This design comes from an exercise in tuning for small area, a short achievable clock period and few clock cycles on the open sky130 flow, not from production work.
In this exercise RTL edits were held to simulation tests only and were not proved equivalent to the original.

==> flow/design.v (outline; a module is shown in full before it is edited, if it fits) <==
// module cla_adder: 11 lines
// module mult_fa: 11 lines
// module mult_ha: 10 lines
// module booth_mult_top: 7755 lines
module booth_mult_top
(
    input  logic         clk,
    input  logic         rst_n,
    input  logic [128:0] req,
    input  logic         req_valid,
    output logic         req_ready,
    output logic [127:0] product,
    output logic         product_valid,
    input  logic         product_ready
);
  // ...
==> flow/flow/run.sh <==
#!/bin/bash
set -euo pipefail
MARGIN=$(cat flow/margin.txt)
bash standard.sh synth > orfs_synth.log 2>&1
bash standard.sh REMOVE_ABC_BUFFERS=1 SETUP_SLACK_MARGIN=$MARGIN finish > orfs_make.log 2>&1
==> flow/flow/margin.txt <==
7.3
==> flow/standard.sh <==
#!/bin/bash
# synth_recipe.tcl (not shown) runs the flow's synth.tcl, then flattens the netlist and writes it again
# the make line also repeats each setting of config.mk as NAME=value (left out here)
make -C /OpenROAD-flow-scripts/flow DESIGN_CONFIG=/design/flow/config.mk WORK_HOME=/design/flow/orfs CLKGATE_MAP_FILE= SYNTH_SCRIPT=/design/flow/synth_recipe.tcl "${@:-finish}"
==> flow/config.mk <==
export PLATFORM = sky130hd
export DESIGN_NAME = booth_mult_top
export DESIGN_NICKNAME = booth_mult_top
export VERILOG_FILES = /design/flow/design.v
export SDC_FILE = /design/flow/constraint.sdc
export NUM_CORES = 4
export LEC_CHECK = 0
export CAP_MARGIN = 20
export CELL_PAD_IN_SITES_DETAIL_PLACEMENT = 1
export CELL_PAD_IN_SITES_GLOBAL_PLACEMENT = 2
export CORE_MARGIN = 2
export CORE_UTILIZATION = 30
export CTS_BUF_LIST = sky130_fd_sc_hd__clkbuf_4 sky130_fd_sc_hd__clkbuf_8
export PLACE_DENSITY = 0.42
export SLEW_MARGIN = 20
export SYNTH_HIERARCHICAL = 1
export SYNTH_MINIMUM_KEEP_SIZE = 0
export TNS_END_PERCENT = 100
==> flow/constraint.sdc <==
create_clock -name core_clock -period 12.0 [get_ports {clk}]
set_input_delay 2.4000 -clock core_clock [delete_from_list [all_inputs] [get_ports {clk}]]
set_output_delay 2.4000 -clock core_clock [all_outputs]
set_load 0.01 [all_outputs]
==> results.rst, run 1 <==
.. list-table::
   :header-rows: 1

   * - Metric
     - Value
   * - Worst-path maximum fanout
     - 22
   * - Kind of path behind the tightest hold check
     - reg2reg
   * - Non-CTS inverters
     - 249
   * - Buffer share of cell area
     - 10.38%
   * - Final setup violation count
     - 0
   * - Data arrival time of the worst path
     - 5.70 ns
   * - Worst reg2reg path depth
     - 10
   * - Antenna violations before repair
     - 68
   * - Overall track demand over capacity in global routing
     - 38.98%
   * - Sequential cell area fraction in the yosys report
     - 21.77%
   * - EDFF count, synth
     - 745
   * - Commonest cells after routing, fill and taps aside
     - xnor2_1, a22o_1, a221oi_1, fa_1, edfxtp_1
   * - Total area of sequential cells
     - 25040 sq um
   * - Share of the final layout cell area in multi-input gates
     - 62.94%
   * - Flip-flop cell with the highest count after synthesis
     - edfxtp_1
   * - Critical hold path startpoint
     - v1
   * - Met3 capacity usage during global routing
     - 18.92%
   * - Grt met1 use
     - 51.07%
   * - Result of the run
     - finished clean
   * - Area of the multi-input gates
     - 85840 sq um
   * - Most area-hungry cell class in the final design
     - multi-input combinational cells
   * - Estimated wirelength of the detail-placed design
     - 472.2 mm
   * - Tap Cells
     - 5038
   * - Placeable core region
     - 382000 sq um
   * - Hold-fix buffers at CTS
     - 0
   * - Worst setup path category
     - reg2reg
   * - Uppermost metal layer occupied by signal nets
     - met5
   * - Multi-Input Combinational
     - 8228
   * - Layout overhead on the synthesized area
     - 18.59%
   * - Via count
     - 111700
   * - Count of placed standard cells in the final layout, fillers left out
     - 15820
   * - Highest clock frequency the design can meet
     - 205.2 MHz
Testbench counts, summed over its fixed seeds: cycles 2,072.
==> inputs of run 2 (changes only) <==
--- a/flow/design.v
+++ b/flow/design.v
@@ -38,49 +38,67 @@
     input  logic         req_valid,
     output logic         req_ready,
     output logic [127:0] product,
     output logic         product_valid,
     input  logic         product_ready
 );
     logic         en;
     logic         skid_v;
+    logic         skid_v_d;
+    logic         rdy_q;
+    logic         pv_d;
+    logic         pv_n;
     logic [128:0] skid_q;
     logic         v0;
     logic         v1;
     logic [128:0] in_q;
-    assign en        = ~product_valid | product_ready;
-    assign req_ready = ~skid_v;
+    assign en        = pv_n | product_ready;
+    assign req_ready = rdy_q;
     assign in_q      = skid_v ? skid_q : req;
+    always_comb
+    begin
+        skid_v_d = skid_v;
+        pv_d     = product_valid;
+        if (en)
+        begin
+            skid_v_d = 1'b0;
+            pv_d     = v1;
+        end
+        else if (v0 && !skid_v)
+        begin
+            skid_v_d = req_valid;
+        end
+    end
     always_ff @(posedge clk)
     begin
         if (!rst_n)
         begin
             skid_v        <= 1'b0;
+            rdy_q         <= 1'b1;
             v0            <= 1'b0;
             v1            <= 1'b0;
             product_valid <= 1'b0;
+            pv_n          <= 1'b1;
         end
         else
         begin
+            skid_v        <= skid_v_d;
+            rdy_q         <= ~skid_v_d;
+            product_valid <= pv_d;
+            pv_n          <= ~pv_d;
             if (en)
             begin
-                skid_v        <= 1'b0;
-                v0            <= skid_v | req_valid;
-                v1            <= v0;
-                product_valid <= v1;
+                v0 <= skid_v | req_valid;
+                v1 <= v0;
             end
             else if (!v0)
             begin
                 v0 <= req_valid;
             end
-            else if (!skid_v)
-            begin
-                skid_v <= req_valid;
-            end
         end
     end
     always_ff @(posedge clk)
     begin
         if (!skid_v)
         begin
             skid_q <= req;
         end
==> flow/flow/run.sh (replaced) <==
#!/bin/bash
set -euo pipefail
MARGIN=$(cat flow/margin.txt)
bash standard.sh synth > orfs_synth.log 2>&1
bash standard.sh REMOVE_ABC_BUFFERS=1 "BUFFER_PORTS_ARGS=-buffer_cell sky130_fd_sc_hd__buf_2" SETUP_SLACK_MARGIN=$MARGIN finish > orfs_make.log 2>&1
==> flow/flow/margin.txt (replaced) <==
7.25
==> run 2 against run 1 <==
Still clean on timing, DRC and antenna. Die area is 0.46% lower. Setup slack worse by 0.15 ns. Utilization is 1.4 points lower. Flip-flop and latch count is 2 higher. Synthesized cell count is 0.37% lower. Clock skew is 0.043 ns lower. Register-to-register slack worse by 0.15 ns. Critical path type unchanged. Critical endpoint is now s1[179].
==> results.rst, run 2 <==
.. list-table::
   :header-rows: 1

   * - Metric
     - Value
   * - Post-route cell area
     - 130300 sq um
   * - Total routed wirelength
     - 769.8 mm
   * - Post-DR vias/cell
     - 7.035
   * - Highest-utilization routing layer at the global route stage
     - met2
   * - Remaining DRCs
     - 0
   * - Placeable core region
     - 379500 sq um (-0.66%)
   * - Number of placement rows
     - 226
   * - Via count of the first global-routing pass
     - 109600
   * - Worst-Skew Late Latency
     - 1.12 ns
   * - Number of nets with antenna violations after detailed routing
     - 0
   * - Synth warnings
     - 7
   * - Required arrival time at the worst endpoint
     - 12.80 ns
   * - Data arrival time of the worst path
     - 5.82 ns (+0.12 ns)
   * - Detailed-routing iteration count for the pre-antenna-repair pass
     - 8
   * - Post-synthesis average cell area
     - 10.58 sq um
   * - Most common cell in the netlist
     - xnor2_1
   * - Cell count after synthesis
     - 10820
   * - EDFF count, synth
     - 745 (unchanged)
   * - Leading cell types by total area after synthesis
     - fa_1, edfxtp_1, xnor2_1
   * - H-tree levels
     - 4
   * - Final setup violation count
     - 0 (unchanged)
   * - Highest clock frequency the design can meet
     - 199.2 MHz (-2.9%)
   * - GPL Wtd Cong
     - 0.9518
   * - Clock skew
     - 0.09422 ns
   * - Fill cell instance count of the final layout
     - 40990
   * - Largest net degree at the start of global routing
     - 130
   * - Commonest non-fill, non-tap cell in the layout
     - xnor2_1
   * - Placed Instance Area
     - 120300 sq um
   * - Total Die Area
     - 386600 sq um
   * - Sequential cell area fraction in the yosys report
     - 21.90% (+0.14 points)
   * - Number of I/O port buffers
     - 262
   * - Tightest Pin Transition
     - 1.082 ns
   * - Fraction of registers with async set or reset after synthesis
     - 0%
   * - Antenna violations before repair
     - 64 (-5.9%)
   * - Total gr overflow
     - 0
   * - Number of DRC markers in iteration 0
     - 15200
   * - Post-synthesis cell type count
     - 113
   * - Post-Route Setup TNS
     - 0 ns
   * - CTS tree
     - built
   * - Unrepaired setup endpoints after global routing
     - true
   * - Met3 capacity usage during global routing
     - 18.00% (-0.93 points)
   * - Estimated wirelength of the detail-placed design
     - 466.7 mm (-1.2%)
   * - Type of origin of the critical path
     - flop
   * - Clock transition at the registers of the reported paths
     - 0.06 ns
   * - Grt met1 use
     - 49.99% (-1.1 points)
   * - Layout Nets
     - 12140
   * - Largest register by flop count
     - s1
   * - Largest registers
     - s1 (376), skid_q (129), product (128)
   * - Worst hold slack after final layout
     - 0.4789 ns
   * - Post-synth top area cell
     - fa_1
   * - Starting Density
     - 30.17%
   * - Endpoint class of the critical path
     - flop
   * - Final min period
     - 5.020 ns
   * - Max-slew violation count
     - 0
   * - Overall track demand over capacity in global routing
     - 37.92% (-1.1 points)
   * - TritonCTS sink count
     - 880
   * - Synth top area share
     - 22.28%
   * - Post-synthesis register bit count
     - 880
   * - Kind of path behind the tightest hold check
     - reg2reg
   * - Worst setup path category
     - reg2reg
   * - Via count
     - 109400 (-2.0%)
   * - Most frequent cells after synthesis
     - xnor2_1, a221oi_1, a22o_1
   * - Horizontal die dimension
     - 621.7 microns
   * - Worst-path maximum fanout
     - 67 (+200%)
   * - Max reg flops
     - 376
   * - Total CTS buffers
     - 183
   * - Share of post-route cells with drive strength above 1
     - 15.82%
   * - Number of failing hold endpoints at the final stage
     - 0
   * - Final worst path period share
     - 41.84%
   * - GR Layer Usage met2
     - 52.21%
   * - Result of the run
     - finished clean
   * - Commonest cells after routing, fill and taps aside
     - xnor2_1, a22o_1, a221oi_1, fa_1, edfxtp_1
   * - Layout overhead on the synthesized area
     - 13.82%
   * - Slew Limit Headroom
     - 27.84%
   * - Root buf cell
     - clkbuf_8
   * - Max capacitance violation total
     - 0
   * - DIE HEIGHT
     - 621.7 microns
   * - Synth Cell Area
     - 114500 sq um
   * - Flip-flop cell with the highest count after synthesis
     - edfxtp_1
   * - Number of I/O pins
     - 263
   * - Wire length of the first global-routing pass
     - 1012 mm
   * - Max clock buf depth
     - 4
   * - DR WL/cell
     - 49.50 microns
-- run 2: changes by cell type after synthesis, moves of 20 or more --
cell	delta
mux2_2	+20
nand2_1	-73
mux2_4	-23
buf_2	-228
nand3_1	+23
mux2i_1	+23
nand2b_1	+30
o32ai_1	+26
nor2b_1	-28
and2_1	+27
a21oi_1	+30
clkbuf_1	+228
-- run 2: worst max-delay path, stage by stage (launching register included) --
cell and delay (ns):
edfxtp_1 0.42, buf_12 0.21, a22o_1 0.39, a221oi_1 0.29, xnor2_1 0.14, fa_2 0.69
fa_2 0.53, fa_2 0.39, fa_2 0.87, fa_1 0.53
-- run 2: modules after synthesis, one instance, submodules excluded, excerpt --
module          times used  flip-flops and latches  cell area, sq um  cells
mult_fa               1272                       0             20.02      1
booth_mult_top           1                     880             74830   7459
mult_ha                 92                       0             12.51      1
-- run 2: final cells by class --
cell class                      instances  area (sq um)  share of cell area [%]
Clock buffer                          253          3144                   2.413
Antenna cell                           58         145.1                  0.1114
Multi-Input combinational cell       8195         84300                   64.69
Timing Repair Buffer                  833          9709                   7.451
Tap cell                             5016          6276                   4.816
Inverter                              241         912.1                  0.7000
Sequential cell                       880         25080                   19.24
Clock inverter                         76         743.2                  0.5703
-- run 2: timing repair --
item | in CTS | in global routing
endpoints found under the setup margin | 209 | 126
gates cloned | 28 | 21
buffers inserted | 46 | 37
pin swaps | 31 | 102
hold buffers | 0 | 0
resized for setup | 503 | 374
-- run 2: worst paths after layout --
| kind | startpoint | endpoint | slack (ns) | cells after the start |
|---|---|---|---|---|
| worst max-delay path | m3_0[4] | s1[179] | 6.98 | 9 |
| worst min-delay path | v1 | v1 | 0.48 | 2 |
| worst max register to register | m3_0[4] | s1[179] | 6.98 | 9 |
| worst min register to register | v1 | v1 | 0.48 | 2 |
-- run 2: per-stage QoR --
step / setup slack [ns] / cells / utilization [%]
after global routing: 7.156 / 15500 / 34.30
after global placement: 5.659 / 15030 / 31.71
after CTS: 7.138 / 15440 / 33.66
after detailed placement: 5.692 / 15030 / 31.71
final: 6.980 / 15550 / 34.34
after floorplan: -1.218 / 9316 / -
-- run 2: logic make-up (layout without fill, tap and decap cells) --
| kind of cell | Yosys count | count (layout) | synth area share, % |
|---|---|---|---|
| other | 1 | 62 | 0.003276 |
| XOR/XNOR | 1667 | 1667 | 12.75 |
| AO/OA/AOI/OAI | 3781 | 3781 | 27.06 |
| flip-flops | 880 | 880 | 21.90 |
| buffers and inverters | 1750 | 1403 | 5.937 |
| adder cells (fa/ha/maj) | 1671 | 1671 | 26.62 |
| multiplexers | 163 | 163 | 1.786 |
| AND/OR/NAND/NOR | 909 | 909 | 3.943 |
-- run 2: routing by layer --
metal,vias up,wire length (microns)
met3,2184,106700
met5,-,960
met1,58360,317600
li1,40240,-
met4,57,42150
met2,8558,302300
Testbench counts of run 2, summed over its fixed seeds: cycles 2,072.
==> inputs of run 3 (changes only) <==
--- a/flow/config.mk
+++ b/flow/config.mk
@@ -9,9 +9,9 @@
 export CELL_PAD_IN_SITES_DETAIL_PLACEMENT = 1
 export CELL_PAD_IN_SITES_GLOBAL_PLACEMENT = 2
 export CORE_MARGIN = 2
-export CORE_UTILIZATION = 30
+export CORE_UTILIZATION = 34
 export CTS_BUF_LIST = sky130_fd_sc_hd__clkbuf_4 sky130_fd_sc_hd__clkbuf_8
-export PLACE_DENSITY = 0.42
+export PLACE_DENSITY = 0.46
 export SLEW_MARGIN = 20
 export SYNTH_HIERARCHICAL = 1
 export SYNTH_MINIMUM_KEEP_SIZE = 0
==> run 3 against run 2 <==
Sequential share of layout area is 0.39 points higher. Non-clock buffer count is 78 lower. Still clean. Synthesized cell count stayed put. Wire length is 4.5% lower. Setup slack better by 0.10 ns. Utilization is 3.7 points higher. Highest routed layer unchanged.
==> results.rst, run 3 <==
.. list-table::
   :header-rows: 1

   * - Metric
     - Value
   * - Result of the run
     - finished clean
   * - Number of failing hold endpoints at the final stage
     - 0 (unchanged)
   * - Share of post-route cells with drive strength above 1
     - 13.89% (-1.9 points)
   * - Via count of the first global-routing pass
     - 110600 (+0.97%)
   * - Commonest cells after routing, fill and taps aside
     - xnor2_1, a22o_1, a221oi_1, fa_1, edfxtp_1
   * - DIE HEIGHT
     - 584.3 microns (-6.0%)
   * - Largest registers
     - s1 (376), skid_q (129), product (128)
   * - Required arrival time at the worst endpoint
     - 12.84 ns (+0.04 ns)
   * - Total Die Area
     - 341400 sq um (-12%)
   * - Dpl cells
     - 14390 (-4.3%)
   * - Type of origin of the critical path
     - flop
   * - Total area of sequential cells
     - 25080 sq um (unchanged)
   * - Total gr overflow
     - 0 (unchanged)
   * - Cell count after synthesis
     - 10820 (unchanged)
   * - Max clock buf depth
     - 4 (unchanged)
   * - Estimated wirelength of the detail-placed design
     - 438.2 mm (-6.1%)
   * - Fraction of synthesized area in multiplexers
     - 1.786% (unchanged)
   * - Final worst path period share
     - 40.98% (-0.86 points)
   * - Placeable core region
     - 335800 sq um (-12%)
   * - Compound-gate portion of the synthesized area
     - 27.06% (unchanged)
   * - Synth Cell Area
     - 114500 sq um (unchanged)
   * - EDFF count, synth
     - 745 (unchanged)
   * - Length of routed met3 wiring
     - 116.9 mm (+9.6%)
   * - Largest register by flop count
     - s1
   * - Count of placed standard cells in the final layout, fillers left out
     - 14890 (-4.3%)
   * - Post-synth top area cell
     - fa_1
   * - Synth warnings
     - 7 (unchanged)
   * - Number of I/O port buffers
     - 262 (unchanged)
   * - Unrepaired setup endpoints after global routing
     - true
   * - Clock transition at the registers of the reported paths
     - 0.06 ns (about the same)
   * - Data arrival time of the worst path
     - 5.76 ns (-0.06 ns)
   * - Number of I/O pins
     - 263 (unchanged)
   * - Kind of path behind the tightest hold check
     - reg2reg
   * - Worst setup path category
     - reg2reg
   * - Leading cell types by total area after synthesis
     - fa_1, edfxtp_1, xnor2_1
   * - Layout Nets
     - 12070 (-0.59%)
   * - Most common cell in the netlist
     - xnor2_1
   * - Max-slew violation count
     - 0 (unchanged)
   * - Launching element of the worst setup path
     - m4_0[11]
   * - Final min period
     - 4.917 ns (-0.1029 ns)
   * - Flip-flop cell with the highest count after synthesis
     - edfxtp_1
   * - Met2 WL post-DR
     - 282.8 mm (-6.4%)
   * - Worst hold slack after final layout
     - 0.4677 ns (-0.01122 ns)
   * - Total CTS buffers
     - 189 (+3.3%)
   * - Number of DRC markers in iteration 0
     - 17020 (+12%)
   * - DR WL/cell
     - 49.39 microns (-0.21%)
   * - Starting Density
     - 34.09% (+3.9 points)
   * - Overall track demand over capacity in global routing
     - 40.98% (+3.1 points)
   * - Worst-Skew Late Latency
     - 1.16 ns (+0.04 ns)
   * - Wire length of the first global-routing pass
     - 970.1 mm (-4.1%)
   * - Uppermost metal layer occupied by signal nets
     - met5
   * - Xor/xnor share of the synthesized area
     - 12.75% (unchanged)
   * - Total routed wirelength
     - 735.4 mm (-4.5%)
   * - Metal1 wirelength
     - 289.5 mm (-8.9%)
   * - Fill cell instance count of the final layout
     - 36040 (-12%)
   * - Number of placement rows
     - 213 (-5.8%)
   * - H-tree levels
     - 4 (unchanged)
   * - Layout overhead on the synthesized area
     - 11.56%
   * - Beginning of the worst register-to-register path
     - m4_0[11]
   * - Largest net degree at the start of global routing
     - 163 (+25%)
   * - Horizontal die dimension
     - 584.3 microns (-6.0%)
   * - Synth top area share
     - 22.28% (unchanged)
   * - Max reg flops
     - 376 (unchanged)
   * - Final setup violation count
     - 0 (unchanged)
   * - Number of nets with antenna violations after detailed routing
     - 0 (unchanged)
   * - Post-synthesis average cell area
     - 10.58 sq um (unchanged)
   * - Share of synthesized cell area in and, or, nand and nor gates
     - 3.943% (unchanged)
   * - Main combinational cell family by area after synthesis
     - compound AO/OA/AOI/OAI gates
   * - Post-DR vias/cell
     - 7.422 (+5.5%)
   * - Area of the multi-input gates
     - 83640 sq um (-0.79%)
   * - Root buf cell
     - clkbuf_8
   * - Highest clock frequency the design can meet
     - 203.4 MHz (+2.1%)
   * - Hold-fix buffers at CTS
     - 0 (unchanged)
   * - Remaining DRCs
     - 0 (unchanged)
   * - Post-synthesis cell type count
     - 113 (unchanged)
   * - Critical hold path startpoint
     - v1
   * - Max capacitance violation total
     - 0 (unchanged)
   * - Adder and majority cell fraction of the synthesized area
     - 26.62% (unchanged)
   * - Fraction of registers with async set or reset after synthesis
     - 0% (unchanged)
   * - Via count
     - 110500 (+1.0%)
   * - TritonCTS sink count
     - 880 (unchanged)
   * - Antenna violations before repair
     - 67 (+4.7%)
   * - Endpoint class of the critical path
     - flop
   * - Sequential cell area fraction in the yosys report
     - 21.90% (unchanged)
   * - Clock skew
     - 0.09737 ns (+0.003149 ns)
   * - Post-synthesis register bit count
     - 880 (unchanged)
   * - CTS tree
     - built
   * - GPL Wtd Cong
     - 0.9880 (+3.8%)
   * - Slew Limit Headroom
     - 16.69% (-11 points)
   * - Detailed-routing iteration count for the pre-antenna-repair pass
     - 10 (+2)
   * - Tightest Pin Transition
     - 1.250 ns (+0.1673 ns)
   * - Commonest non-fill, non-tap cell in the layout
     - xnor2_1
   * - Most frequent cells after synthesis
     - xnor2_1, a221oi_1, a22o_1
   * - Worst-path maximum fanout
     - 39 (-42%)
## run 3: critical path, cell delays in order, from the launching register on
cell      delay [ns]
edfxtp_1        0.39
buf_8           0.20
buf_16          0.32
a22o_1          0.22
a221oi_1        0.44
xnor2_1         0.19
fa_2            0.63
fa_1            0.52
fa_1            0.53
fa_1            0.47
fa_1            0.49
## run 3: area by class of cell
type / count / share of cell area (%)
Sequential cell: 880 / 19.63
Timing Repair Buffer: 755 / 6.411
Clock buffer: 230 / 2.336
Multi-Input combinational cell: 8195 / 65.48
Tap cell: 4407 / 4.317
Clock inverter: 119 / 0.9816
Inverter: 241 / 0.7142
Antenna cell: 62 / 0.1215
## run 3: logic make-up (layout without fill, tap and decap cells)
family          after synthesis  after routing
buf+inv                    1750           1345
xor+xnor                   1667           1667
compound gates             3781           3781
flops                       880            880
fa+ha+maj                  1671           1671
simple gates                909            909
other cells                   1             66
mux                         163            163
## run 3: metal layers
| metal | global-route usage, % | vias to the layer above |
|---|---|---|
| li1 | - | 40090 |
| met1 | 52.16 | 57760 |
| met5 | 3.670 | - |
| met4 | 19.89 | 72 |
| met3 | 22.67 | 2594 |
| met2 | 54.91 | 9995 |
## run 3: worst paths after layout
kind	end	slack [ns]	cells past startpoint
max reg2reg	s1[172]	7.08	10
max	s1[172]	7.08	10
min reg2reg	v1	0.47	2
min	v1	0.47	2
## run 3: timing repair
action | CTS | global route
pin swaps | 8 | 29
buffers inserted | 21 | 32
gates cloned | 5 | 27
endpoints found under the setup margin | 223 | 119
hold endpoints to repair | 0 | 0
gates resized for setup | 349 | 309
## run 3: per-module statistics from Yosys, one instance, submodules excluded, excerpt
module          cell area (sq um)  cells inside
mult_fa                     20.02             1
booth_mult_top              74830          7459
mult_ha                     12.51             1
## run 3: stage by stage
step           instance area (sq um)  util (%)  setup slack, ns  setup TNS [ns]
2_1_floorplan                 108600         -           -1.218         -552.32
3_3_place_gp                  119200     35.51            5.759               0
6_report                      127700     38.04            7.083               0
4_1_cts                       125300     37.31            7.250               0
5_1_grt                       127600     38.01            7.196               0
3_5_place_dp                  119300     35.51            5.823               0

static timing again, ports no longer ideal:
Ports are ideal in the flow. The routed layouts listed here were re-timed in OpenROAD.
Step 1 sets driving cells, clkbuf_16 on the clock port and buf_2 on the other inputs (assumed; they add their load-dependent delay and slew).
Step 2, shift: input delay + t, output delay - t, t = (earliest + latest rising clock arrival at the registers) / 2. This alone moves slack from input paths to output paths.
Slacks: ideal / step 1 / step 2; pairs: ideal / step 1.
| run | t (ns) | setup slack, ns | worst setup path after step 2 |
|---|---|---|---|
| run 1 | 1.240 | 7.127 / 7.127 / 6.256 | input to register |
| run 2 | 1.192 | 6.980 / 6.980 / 6.240 | input to register |
| run 3 | 1.227 | 7.083 / 7.083 / 6.218 | input to register |
After both steps setup and hold are still met in every run listed. For run 1, which loses most, drivers alone change the setup slack by 0.000 ns; drivers and shift together by -0.871 ns.
